Source: an optimization exercise on an open RTL-to-GDS flow (aim: small area and a short achievable clock period). Production flows keep margins and buffers that such runs may drop.
At most, simulation tests tie the RTL to the original design; equivalence was not proved.
No activity file was given, so power comes from the tool's default toggle rates.

// fpu_ss_multi_scoreboard
module fpu_ss_multi_scoreboard #(
    parameter int NB_CORES     = 2,
    parameter int NUM_REGS     = 32,
    parameter int CNT_W        = 2,
    parameter int MAX_INFLIGHT = 8,
    parameter int IN_ORDER_WB  = 1,
    localparam int CORE_W      = (NB_CORES > 1) ? $clog2(NB_CORES) : 1,
    localparam int REG_W       = $clog2(NUM_REGS),
    localparam int INF_W       = $clog2(MAX_INFLIGHT + 1)
) (
    input  logic                clk_i,
    input  logic                rst_ni,
    input  logic                disp_valid_i,
    output logic                disp_ready_o,
    input  logic [CORE_W-1:0]   disp_core_i,
    input  logic [3*REG_W-1:0]  disp_rs_i,
    input  logic [2:0]          disp_rs_use_i,
    input  logic [REG_W-1:0]    disp_rd_i,
    input  logic                disp_rd_fp_i,
    input  logic                fpu_wb_valid_i,
    input  logic [CORE_W-1:0]   fpu_wb_core_i,
    input  logic [REG_W-1:0]    fpu_wb_rd_i,
    input  logic                lsu_wb_valid_i,
    input  logic [CORE_W-1:0]   lsu_wb_core_i,
    input  logic [REG_W-1:0]    lsu_wb_rd_i,
    output logic [5:0]          fwd_sel_o,
    output logic [INF_W-1:0]    inflight_o,
    output logic                err_o
);
Size in the first run: roughly 800 cells after synthesis, roughly 54 I/O pins, about 0.0072 mm^2 of cells after synthesis.
make LEC_CHECK=0 CAP_MARGIN=20 CORE_MARGIN=2 CORE_UTILIZATION=30 PLACE_DENSITY=0.5 SETUP_SLACK_MARGIN=3.5 SLEW_MARGIN=20 finish   # period 10.0 ns
run.sh (not shown) runs the stock make flow with config.mk's settings and CLKGATE_MAP_FILE= SYNTH_SCRIPT=/design/flow/synth_recipe.tcl, a recipe that flattens the netlist after the stock synthesis.
Next try:
==> flow/flow/run.sh (new file) <==
#!/bin/bash
# The standard layout, with the port buffers made as buf_4 cells instead of the
# resizer's default pick, so the ports do not start out behind slow delay cells.
set -euo pipefail
bash standard.sh "BUFFER_PORTS_ARGS=-buffer_cell sky130_fd_sc_hd__buf_4" ${EXTRA_VARS:-} finish > orfs_finish.log 2>&1
==> flow/standard.sh (new file) <==
#!/bin/bash
# synth_recipe.tcl (not shown) runs the flow's synth.tcl, then flattens the netlist and writes it again
# the make line also repeats each setting of config.mk as NAME=value (left out here)
make -C /OpenROAD-flow-scripts/flow DESIGN_CONFIG=/design/flow/config.mk WORK_HOME=/design/flow/orfs CLKGATE_MAP_FILE= SYNTH_SCRIPT=/design/flow/synth_recipe.tcl "${@:-finish}"
Settings changed: CORE_UTILIZATION 30 to 60, CTS_BUF_LIST set to sky130_fd_sc_hd__clkbuf_8, PLACE_DENSITY 0.5 to 0.75, SETUP_SLACK_MARGIN 3.5 to 3.75.
removed: flow/run.sh
After rerunning:
- routed wire length shrinks slightly
- via count is higher by a few percent
- worst hold slack gets better by 0.0057 ns
- clock skew rose by 0.0031 ns
- total power drops by a few percent
- setup slack is better by 0.26 ns
- non-clock buffer count rises by 10
- sequential share of layout area came out higher by 0.65 points
- synthesized cell count is unchanged
- die area falls by well over a third
Next try:
==> flow/run.sh (new file) <==
#!/bin/bash
# synth_recipe.tcl (not shown) runs the flow's synth.tcl, then flattens the netlist and writes it again
# the make line also repeats each setting of config.mk as NAME=value (left out here)
make -C /OpenROAD-flow-scripts/flow DESIGN_CONFIG=/design/flow/config.mk WORK_HOME=/design/flow/orfs CLKGATE_MAP_FILE= SYNTH_SCRIPT=/design/flow/synth_recipe.tcl finish
Settings changed: CORE_UTILIZATION 60 to 30, CTS_BUF_LIST sky130_fd_sc_hd__clkbuf_8 to unset, PLACE_DENSITY 0.75 to 0.5, SETUP_SLACK_MARGIN 3.75 to 4.
removed: flow/flow/run.sh
removed: flow/standard.sh
Effect: Routed wire length rises by about 8%; total power rises by about 9%; area after synthesis is unchanged; cell area rises by about 16%; non-clock buffer count rises by 41; cell count rises by about 22%.
No functional check of the RTL was part of any run of this note.


Setup of try-willow:
Another version of the RTL of fpu_ss_multi_scoreboard (not shown whole).
Size in the first run: roughly 780 cells after synthesis, about 69 flip-flops, about 0.0072 mm² of cells after synthesis.
clock: 10.0 ns
lec_check: 0
cap_margin: 20
core_margin: 2
core_utilization: 60
cts_buf_list: sky130_fd_sc_hd__clkbuf_8
place_density: 0.75
setup_slack_margin: 3.9
slew_margin: 20
standard.sh (not shown) runs the stock make flow with config.mk's settings and CLKGATE_MAP_FILE= SYNTH_SCRIPT=/design/flow/synth_recipe.tcl, a recipe that flattens the netlist after the stock synthesis.
==> flow/flow/run.sh <==
#!/bin/bash
# The standard layout (standard.sh, ORFS synthesis to final), with the port
# buffers made as buf_4 cells instead of the resizer's default pick, a slow
# delay cell that the timing repair leaves in place on the port paths.
# The whole ORFS run's output goes to orfs_finish.log; ORFS also keeps each
# step's log under orfs/logs/.
set -euo pipefail
bash standard.sh "BUFFER_PORTS_ARGS=-buffer_cell sky130_fd_sc_hd__buf_4" finish > orfs_finish.log 2>&1
Edits applied to the flow inputs when going from try-willow to try-sierra:
- setting GPL_ROUTABILITY_DRIVEN to 0 for the first time
- In try-sierra the count of non-filler cells in the finished layout turned out about 1.1% higher than in try-willow.
- Compared with try-willow, in try-sierra total net switching power increased about 2.3%; area taken by multi-input logic gates now sits higher.
- Higher wire length per cell goes to try-willow over try-sierra.
- Between try-willow and try-sierra, the peak clock frequency supported by timing figures differ only marginally.
Here is what was changed in the inputs of try-pepper compared with try-sierra.
- GPL_ROUTABILITY_DRIVEN removed (was 0)
- SETUP_SLACK_MARGIN changed from 3.9 to 4.1
[summary]
try-pepper -> try-sierra: final count of pins violating max slew flat. Delta(highest fanout seen on the critical path, try-pepper - try-sierra) < 0. Comparing try-pepper and try-sierra, worst hold slack is lower on try-sierra. Cell depth of the worst setup path in try-pepper vs try-sierra: up 1. Going from try-sierra to try-pepper, synthesis-to-layout area growth has decreased, power consumed by sequential cells closely matched the old numbers. Logic gate share of total power: try-pepper < try-sierra. Maximum clock rate on try-pepper is ahead of try-sierra.
Modified inputs, try-garnet compared to try-pepper
- a change of CORE_UTILIZATION from 60 to 65
- a change of PLACE_DENSITY from 0.75 to 0.8
- a change of SETUP_SLACK_MARGIN from 4.1 to 3.9
- The core of try-garnet is more densely filled than that of try-pepper.
- try-garnet vs. try-pepper: worst vdd rail ir drop rose by about 20%; number of fill cells in the layout fell by about 19%; design area lost 160 µm².
- try-garnet vs. try-pepper: total number of vias went up, worst hold slack now smaller, wire length on met3 rose by 30%.
- Total stage count of the critical path ended up 1 lower on try-garnet than on try-pepper.
- Of try-garnet and try-pepper, it is try-garnet that has the higher sequential share of cell area.
- [compare] base=try-pepper new=try-garnet: worst setup slack for register-to-register paths lower, sum of buffers and inverters on the critical path dropped 1.


## JK
Another version of the RTL of fpu_ss_multi_scoreboard (not shown whole).
Size in the first run: roughly 800 cells after synthesis, roughly 54 I/O pins.
clock: 10.0 ns
lec_check: 0
cap_margin: 20
core_margin: 2
core_utilization: 60
cts_buf_list: sky130_fd_sc_hd__clkbuf_8
place_density: 0.75
setup_slack_margin: 4.25
slew_margin: 20
==> flow/flow/run.sh <==
#!/bin/bash
set -euo pipefail
bash standard.sh "BUFFER_PORTS_ARGS=-buffer_cell sky130_fd_sc_hd__buf_4" "SETUP_MOVE_SEQUENCE=sizeup,swap" finish > orfs_finish.log 2>&1
Changes in MS relative to JK:
Settings: PLACE_DENSITY: 0.75 -> 0.65; CTS_BUF_LIST: sky130_fd_sc_hd__clkbuf_8 -> unset; SETUP_SLACK_MARGIN: 4.25 -> 3.75; CORE_UTILIZATION: 60 -> 50.
==> flow/flow/run.sh <==
#!/bin/bash
# The standard layout, with the port buffers made as buf_4 cells instead of the
# resizer's default pick, so the ports do not start out behind slow delay cells.
set -euo pipefail
bash standard.sh "BUFFER_PORTS_ARGS=-buffer_cell sky130_fd_sc_hd__buf_4" ${EXTRA_VARS:-} finish > orfs_finish.log 2>&1
Findings:
- Looking only at fraction of met2 tracks used by global routing, and setting everything else aside, the lower value of JK and MS goes to MS.
- The non-clock buffer count in MS was higher than what JK gave.
- MS: routed wirelength normalized by instance count is 0.20 microns lower than what JK reported.
- MS vs. JK: non-filler instance count after layout +about 4%; die area saw an increase.
Inputs modified between MS and AL:
Settings: putting CTS_BUF_LIST at sky130_fd_sc_hd__clkbuf_8 where nothing was set; swapping 0.65 for 0.75 in PLACE_DENSITY; putting CTS_CLUSTER_DIAMETER at 80 where nothing was set; swapping 50 for 60 in CORE_UTILIZATION; putting CTS_CLUSTER_SIZE at 30 where nothing was set.
## What came out
- Looking at the reports, AL completed the entire flow and the layout it produced met the timing, DRC and antenna checks.
- Die area: lower on AL
- AL ended with less global-route wire length before repair than MS.
- Length of the first detailed-routing pass in iterations: AL vs MS, no meaningful difference
- Compared with MS, power of the combinational group in AL decreased slightly.
- Changes observed in AL relative to MS: global-route met1 utilization rose 10 points, inserted tap cell count now smaller, total chip power lower, multi-input logic area was more or less identical.
- On AL: final period demand of the worst path is 0.042 ns lower than what MS gave.


The RTL this note starts from:
==> flow/design.v <==
module fpu_ss_multi_scoreboard #(
    parameter int NB_CORES     = 2,
    parameter int NUM_REGS     = 32,
    parameter int CNT_W        = 2,
    parameter int MAX_INFLIGHT = 8,
    parameter int IN_ORDER_WB  = 1,
    localparam int CORE_W      = (NB_CORES > 1) ? $clog2(NB_CORES) : 1,
    localparam int REG_W       = $clog2(NUM_REGS),
    localparam int INF_W       = $clog2(MAX_INFLIGHT + 1)
) (
    input  logic                clk_i,
    input  logic                rst_ni,
    input  logic                disp_valid_i,
    output logic                disp_ready_o,
    input  logic [CORE_W-1:0]   disp_core_i,
    input  logic [3*REG_W-1:0]  disp_rs_i,
    input  logic [2:0]          disp_rs_use_i,
    input  logic [REG_W-1:0]    disp_rd_i,
    input  logic                disp_rd_fp_i,
    input  logic                fpu_wb_valid_i,
    input  logic [CORE_W-1:0]   fpu_wb_core_i,
    input  logic [REG_W-1:0]    fpu_wb_rd_i,
    input  logic                lsu_wb_valid_i,
    input  logic [CORE_W-1:0]   lsu_wb_core_i,
    input  logic [REG_W-1:0]    lsu_wb_rd_i,
    output logic [5:0]          fwd_sel_o,
    output logic [INF_W-1:0]    inflight_o,
    output logic                err_o
);
    localparam int NS    = MAX_INFLIGHT;
    localparam int TAG_W = CORE_W + REG_W;
    logic [TAG_W-1:0] tag_q [NS];
    logic [CNT_W-1:0] cnt_q [NS];
    logic [INF_W-1:0] inflight_q;
    logic             err_q;
    logic [NS-1:0]    live, one, full, core_m, rd_m, fpu_m, lsu_m;
    logic [2:0]       rs_fh, rs_lh, rs_nz, rs_one;
    logic [NS-1:0]    alloc, inc_s, fpu_s, lsu_s;
    logic [NS-1:0]    rs_m [3];
    logic [2:0]       raw_haz;
    logic [5:0]       fwd_sel;
    logic             hazard, inc, rd_hit, rd_full, fpu_hit, fpu_multi, lsu_hit;
    logic             same_tgt, fpu_ok, lsu_ok, err_set;
    always_comb begin
        for (int s = 0; s < NS; s++) begin
            live[s]   = (cnt_q[s] != '0);
            one[s]    = (cnt_q[s] == CNT_W'(1));
            full[s]   = (cnt_q[s] == '1);
            core_m[s] = live[s] && (tag_q[s][REG_W +: CORE_W] == disp_core_i);
            rd_m[s]   = core_m[s] && (tag_q[s][REG_W-1:0] == disp_rd_i);
            fpu_m[s]  = fpu_wb_valid_i && live[s] && (tag_q[s] == {fpu_wb_core_i, fpu_wb_rd_i});
            lsu_m[s]  = lsu_wb_valid_i && live[s] && (tag_q[s] == {lsu_wb_core_i, lsu_wb_rd_i});
            for (int i = 0; i < 3; i++)
                rs_m[i][s] = core_m[s] && (tag_q[s][REG_W-1:0] == disp_rs_i[i*REG_W +: REG_W]);
        end
        for (int i = 0; i < 3; i++) begin
            rs_fh[i] = fpu_wb_valid_i && (fpu_wb_core_i == disp_core_i)
                    && (fpu_wb_rd_i == disp_rs_i[i*REG_W +: REG_W]);
            rs_lh[i] = lsu_wb_valid_i && (lsu_wb_core_i == disp_core_i)
                    && (lsu_wb_rd_i == disp_rs_i[i*REG_W +: REG_W]);
            rs_nz[i] = disp_rs_use_i[i] && (|rs_m[i]);
            rs_one[i] = |(rs_m[i] & one);
            raw_haz[i]       = rs_nz[i] && !(rs_one[i] && (rs_fh[i] ^ rs_lh[i]));
            fwd_sel[2*i]     = rs_nz[i] && rs_one[i] && rs_fh[i] && !rs_lh[i];
            fwd_sel[2*i + 1] = rs_nz[i] && rs_one[i] && rs_lh[i] && !rs_fh[i];
        end
    end
    always_comb begin
        rd_full  = |(rd_m & full);
        hazard   = (|raw_haz) || (disp_rd_fp_i && (rd_full || inflight_q[INF_W-1]));
        inc      = disp_valid_i && !hazard && disp_rd_fp_i;
        rd_hit   = |rd_m;
        fpu_hit   = |fpu_m;
        fpu_multi = |(fpu_m & ~one);
        lsu_hit   = |lsu_m;
        same_tgt  = fpu_wb_valid_i && lsu_wb_valid_i
                 && (fpu_wb_core_i == lsu_wb_core_i) && (fpu_wb_rd_i == lsu_wb_rd_i);
        fpu_ok    = fpu_hit;
        lsu_ok    = same_tgt ? fpu_multi : lsu_hit;
        err_set   = (fpu_wb_valid_i && !fpu_ok) || (lsu_wb_valid_i && !lsu_ok);
        for (int s = 0; s < NS; s++) begin
            alloc[s] = !live[s];
            for (int t = 0; t < s; t++)
                if (!live[t]) alloc[s] = 1'b0;
        end
        inc_s = {NS{inc}} & (rd_hit ? rd_m : alloc);
        fpu_s = fpu_m;
        lsu_s = {NS{lsu_ok}} & lsu_m;
    end
    assign disp_ready_o = !hazard;
    assign fwd_sel_o    = fwd_sel;
    assign inflight_o   = inflight_q;
    assign err_o        = err_q;
    always_ff @(posedge clk_i) begin
        for (int s = 0; s < NS; s++)
            if (!live[s])
                tag_q[s] <= {disp_core_i, disp_rd_i};
    end
    always_ff @(posedge clk_i or negedge rst_ni) begin
        if (!rst_ni) begin
            for (int s = 0; s < NS; s++)
                cnt_q[s] <= '0;
            inflight_q <= '0;
            err_q      <= 1'b0;
        end else begin
            for (int s = 0; s < NS; s++)
                cnt_q[s] <= cnt_q[s] + CNT_W'(inc_s[s]) - CNT_W'(fpu_s[s]) - CNT_W'(lsu_s[s]);
            inflight_q <= inflight_q + INF_W'(inc) - INF_W'(fpu_ok) - INF_W'(lsu_ok);
            if (err_set)
                err_q <= 1'b1;
        end
    end
endmodule
export LEC_CHECK = 0
export CAP_MARGIN = 20
export CORE_MARGIN = 2
export CORE_UTILIZATION = 60
export CTS_BUF_LIST = sky130_fd_sc_hd__clkbuf_4 sky130_fd_sc_hd__clkbuf_8
export PLACE_DENSITY = 0.75
export SETUP_SLACK_MARGIN = 3.75
export SLEW_MARGIN = 20
create_clock -name core_clock -period 10.0 [get_ports {clk_i}]
==> flow/flow/run.sh <==
#!/bin/bash
# The standard layout, with the port buffers made as buf_4 cells instead of the
# resizer's default pick, so the ports do not start out behind slow delay cells.
set -euo pipefail
bash standard.sh "BUFFER_PORTS_ARGS=-buffer_cell sky130_fd_sc_hd__buf_4" ${EXTRA_VARS:-} finish > orfs_finish.log 2>&1
Rerun with:
CTS_BUF_LIST = default   (was sky130_fd_sc_hd__clkbuf_4 sky130_fd_sc_hd__clkbuf_8)
SETUP_SLACK_MARGIN = 4.5   (was 3.75)
TNS_END_PERCENT = 0   (was default)
Core utilization increases by 3.4 points.
Global-route usage is higher by 1.1 points.
Non-clock buffer count went up by 5.
Worst setup slack gets better by 0.16 ns.
Sequential power barely changes.
Count of clock-buffer cells in the layout rose by 1.
Via count climbs by a few percent.
Register-to-register slack gains 0.09 ns.
Total power came out higher by a little under a tenth.

afterwards: timing with drivers on the ports:
The flow's constraints put no driver on any port. The routed layouts listed below were extracted and timed again, unchanged, in two steps.
Step 1 sets driving cells, clkbuf_16 on the clock port and buf_2 on the other inputs (assumed; they add their load-dependent delay and slew).
Step 2 moves the port delays by t, midway between the first and last clock arrival at a register: inputs arrive t later, outputs are due t later. That takes back most of the time a late clock gives input paths.
Three values: ideal, step 1, step 2; two values: the first two.
run	shift t [ns]	setup WS [ns]	latest minus earliest clock arrival (ns)
the first run of note 1	0.389	3.460 / 3.438 / 3.438	0.008 / 0.008
the second run of note 1	0.413	3.720 / 3.698 / 3.698	0.012 / 0.012
the third run of note 1	0.393	3.765 / 3.724 / 3.724	0.012 / 0.012
try-willow	0.394	3.979 / 3.954 / 3.954	0.011 / 0.011
try-sierra	0.405	3.972 / 3.837 / 3.837	0.016 / 0.016
try-pepper	0.394	3.995 / 3.884 / 3.884	0.009 / 0.010
try-garnet	0.401	3.925 / 3.890 / 3.890	0.011 / 0.011
JK	0.407	3.947 / 3.894 / 3.894	0.013 / 0.013
MS	0.399	3.845 / 3.819 / 3.819	0.015 / 0.015
AL	0.412	3.887 / 3.862 / 3.862	0.015 / 0.016
the first run of note 4	0.412	3.887 / 3.862 / 3.862	0.015 / 0.016
the second run of note 4	0.390	4.047 / 3.884 / 3.884	0.010 / 0.010
After both steps every run listed still meets setup and hold. For the second run of note 4, which loses most, drivers alone change the setup slack by -0.163 ns; drivers and shift together by -0.163 ns.
